This design comes from an exercise in tuning for small area on the open sky130 flow, not from production work. The RTL was checked by simulation tests, not by an equivalence proof against the original design. The flow treats the clock pin as an ideal source, which a real chip does not have. Power figures rest on the tool's default switching activity, not on a simulated workload.

## spiMemorySlave
module spiMemorySlave
#(
    parameter int waitTime = 3
) (
    input  logic clk,
    input  logic arstN,
    input  logic sclk,
    input  logic csN,
    input  logic mosi,
    output logic miso,
    output logic misoOe
);
Size: ~1100 flip-flops, ~7 I/O pins, about 0.023 mm² of cells after synthesis.
Settings: LEC_CHECK=0, CAP_MARGIN=20, CORE_MARGIN=2, CORE_UTILIZATION=40, SLEW_MARGIN=20; clock period 8.0 ns.
standard.sh (not shown) runs the stock make flow with config.mk's settings and CLKGATE_MAP_FILE= SYNTH_SCRIPT=/design/flow/synth_recipe.tcl, a recipe that flattens the netlist after the stock synthesis.
==> flow/flow/run.sh <==
#!/bin/bash
# standard layout, with the clock tree built without dummy loads
set -euo pipefail
export CTS_ARGS="-sink_clustering_enable -repair_clock_nets -dont_use_dummy_load -buf_list sky130_fd_sc_hd__clkbuf_16 -root_buf sky130_fd_sc_hd__clkbuf_8 -tree_buf sky130_fd_sc_hd__clkbuf_8 -sink_clustering_buffer sky130_fd_sc_hd__clkbuf_16 -sink_clustering_size 36 -sink_clustering_max_diameter 80 -clustering_exponent 6"
export BUFFER_PORTS_ARGS="-buffer_cell sky130_fd_sc_hd__buf_1"
bash standard.sh > standard_make.log 2>&1
Change:
==> flow/flow/run.sh (replaced) <==
#!/bin/bash
# standard layout; the clock tree is built without dummy loads, with
# clkbuf_16 leaves and clkbuf_8 above them, then each leaf buffer is shrunk
# to the smallest clkbuf that keeps its clock-pin slew in margin; the ports
# get buf_1 buffers
set -euo pipefail
here=$(pwd)
export CTS_ARGS="-sink_clustering_enable -repair_clock_nets -dont_use_dummy_load -buf_list sky130_fd_sc_hd__clkbuf_16 -sink_clustering_size 36 -sink_clustering_max_diameter 80 -root_buf sky130_fd_sc_hd__clkbuf_8 -tree_buf sky130_fd_sc_hd__clkbuf_8 -sink_clustering_buffer sky130_fd_sc_hd__clkbuf_16"
export BUFFER_PORTS_ARGS="-buffer_cell sky130_fd_sc_hd__buf_1"
export POST_CTS_TCL="$here/flow/leaf_resize.tcl"
bash standard.sh > standard_make.log 2>&1
==> flow/flow/leaf_resize.tcl (new file) <==
# After clock tree synthesis: give each leaf clock buffer the smallest clkbuf
# that keeps the estimated slew at its flip-flop clock pins under a margin.
set leaf_slew_limit 0.110
set leaf_cells {sky130_fd_sc_hd__clkbuf_4 sky130_fd_sc_hd__clkbuf_8}
set block [ord::get_db_block]
estimate_parasitics -placement

proc leaf_worst_slew { inst } {
  set net [[$inst findITerm X] getNet]
  set worst 0
  foreach it [$net getITerms] {
    if { [$it isOutputSignal] } { continue }
    set p [get_pins "[[$it getInst] getName]/[[$it getMTerm] getName]"]
    set s [get_property $p slew_max]
    if { $s > $worst } { set worst $s }
  }
  return $worst
}

foreach inst [$block getInsts] {
  set orig [[$inst getMaster] getName]
  if { ![string match "clkbuf_leaf_*" [$inst getName]] } { continue }
  set done 0
  foreach cell $leaf_cells {
    replace_cell $inst $cell
    estimate_parasitics -placement
    set s [leaf_worst_slew $inst]
    if { $s <= $leaf_slew_limit } {
      puts "leaf_resize: [$inst getName] $orig -> $cell slew [format %.4f $s]"
      set done 1
      break
    }
  }
  if { !$done } {
    replace_cell $inst $orig
    estimate_parasitics -placement
    puts "leaf_resize: [$inst getName] keeps $orig slew [format %.4f [leaf_worst_slew $inst]]"
  }
}
After rerunning: This time the run failed in clock tree synthesis (4_1_cts). Synthesized area is unchanged. Synthesized cell count stays the same.
Change:
--- a/flow/flow/leaf_resize.tcl
+++ b/flow/flow/leaf_resize.tcl
@@ -23,5 +23,5 @@
   set done 0
   foreach cell $leaf_cells {
-    replace_cell $inst $cell
+    replace_cell [$inst getName] $cell
     estimate_parasitics -placement
     set s [leaf_worst_slew $inst]
@@ -33,5 +33,5 @@
   }
   if { !$done } {
-    replace_cell $inst $orig
+    replace_cell [$inst getName] $orig
     estimate_parasitics -placement
     puts "leaf_resize: [$inst getName] keeps $orig slew [format %.4f [leaf_worst_slew $inst]]"
Outcome: The new run finished clean; synthesized area stays the same; synthesized cell count is unchanged.
Change:
==> flow/flow/run.sh (replaced) <==
#!/bin/bash
# standard layout, with the clock tree built without dummy loads
set -euo pipefail
export CTS_ARGS="-sink_clustering_enable -repair_clock_nets -dont_use_dummy_load -buf_list sky130_fd_sc_hd__clkbuf_16 -root_buf sky130_fd_sc_hd__clkbuf_8 -tree_buf sky130_fd_sc_hd__clkbuf_8 -sink_clustering_buffer sky130_fd_sc_hd__clkbuf_16 -sink_clustering_size 36 -sink_clustering_max_diameter 80 -clustering_unbalance_ratio 0.2"
export BUFFER_PORTS_ARGS="-buffer_cell sky130_fd_sc_hd__buf_1"
bash standard.sh > standard_make.log 2>&1
removed: flow/flow/leaf_resize.tcl
=> Register-to-register slack gets better by 20 ps; design area stays flat; area after synthesis does not change; worst setup slack degrades by 130 ps; total power hardly moves; clock power is about the same; routed wire length is about the same; clock skew came out higher by 160 ps; clock-buffer cell count stays the same; non-clock buffer count does not change.
Change:
==> flow/flow/run.sh (replaced) <==
#!/bin/bash
# standard layout; the clock tree is built without dummy loads, with
# clkbuf_16 leaves and clkbuf_8 above them, and the ports get buf_1 buffers
set -euo pipefail
export CTS_ARGS="-sink_clustering_enable -repair_clock_nets -dont_use_dummy_load -buf_list sky130_fd_sc_hd__clkbuf_16 -sink_clustering_size 36 -sink_clustering_max_diameter 80 -root_buf sky130_fd_sc_hd__clkbuf_8 -tree_buf sky130_fd_sc_hd__clkbuf_8 -sink_clustering_buffer sky130_fd_sc_hd__clkbuf_16"
export BUFFER_PORTS_ARGS="-buffer_cell sky130_fd_sc_hd__buf_1"
bash standard.sh > standard_make.log 2>&1
Setup slack gains 120 ps.
Register-to-register slack barely changes.
Wire length stays flat.
Global-route usage hardly moves.
Die area does not change.
Non-clock buffer count is unchanged.
Final area stays the same.
Total power is about the same.
Sequential share of layout area stays the same.

==> static timing again, ports no longer ideal <==
No port has a modelled driver above. Below, the same layouts with a new extraction and two added sets of constraints. Step 1 assumes that a clkbuf_16 drives the clock port and a buf_2 every other input. Step 2, shift: input delay + t, output delay - t, t = (earliest + latest rising clock arrival at the registers) / 2. This alone moves slack from input paths to output paths. a / b / c = no drivers / after step 1 / after step 2; a / b = the first two.
run | shift t [ns] | slack for setup (ns) | worst setup path at the end | worst data-port slew with drivers (ns) | pins driven straight from the clock port
the first run | 0.702 | 5.217 / 5.166 / 5.552 | register to register | 0.03 | 1
the third run | 0.702 | 5.223 / 5.172 / 5.535 | register to register | 0.03 | 1
the fourth run | 0.734 | 5.094 / 5.043 / 5.555 | register to register | 0.03 | 1
the fifth run | 0.702 | 5.217 / 5.166 / 5.552 | register to register | 0.03 | 1
After both steps every run listed still meets setup and hold.
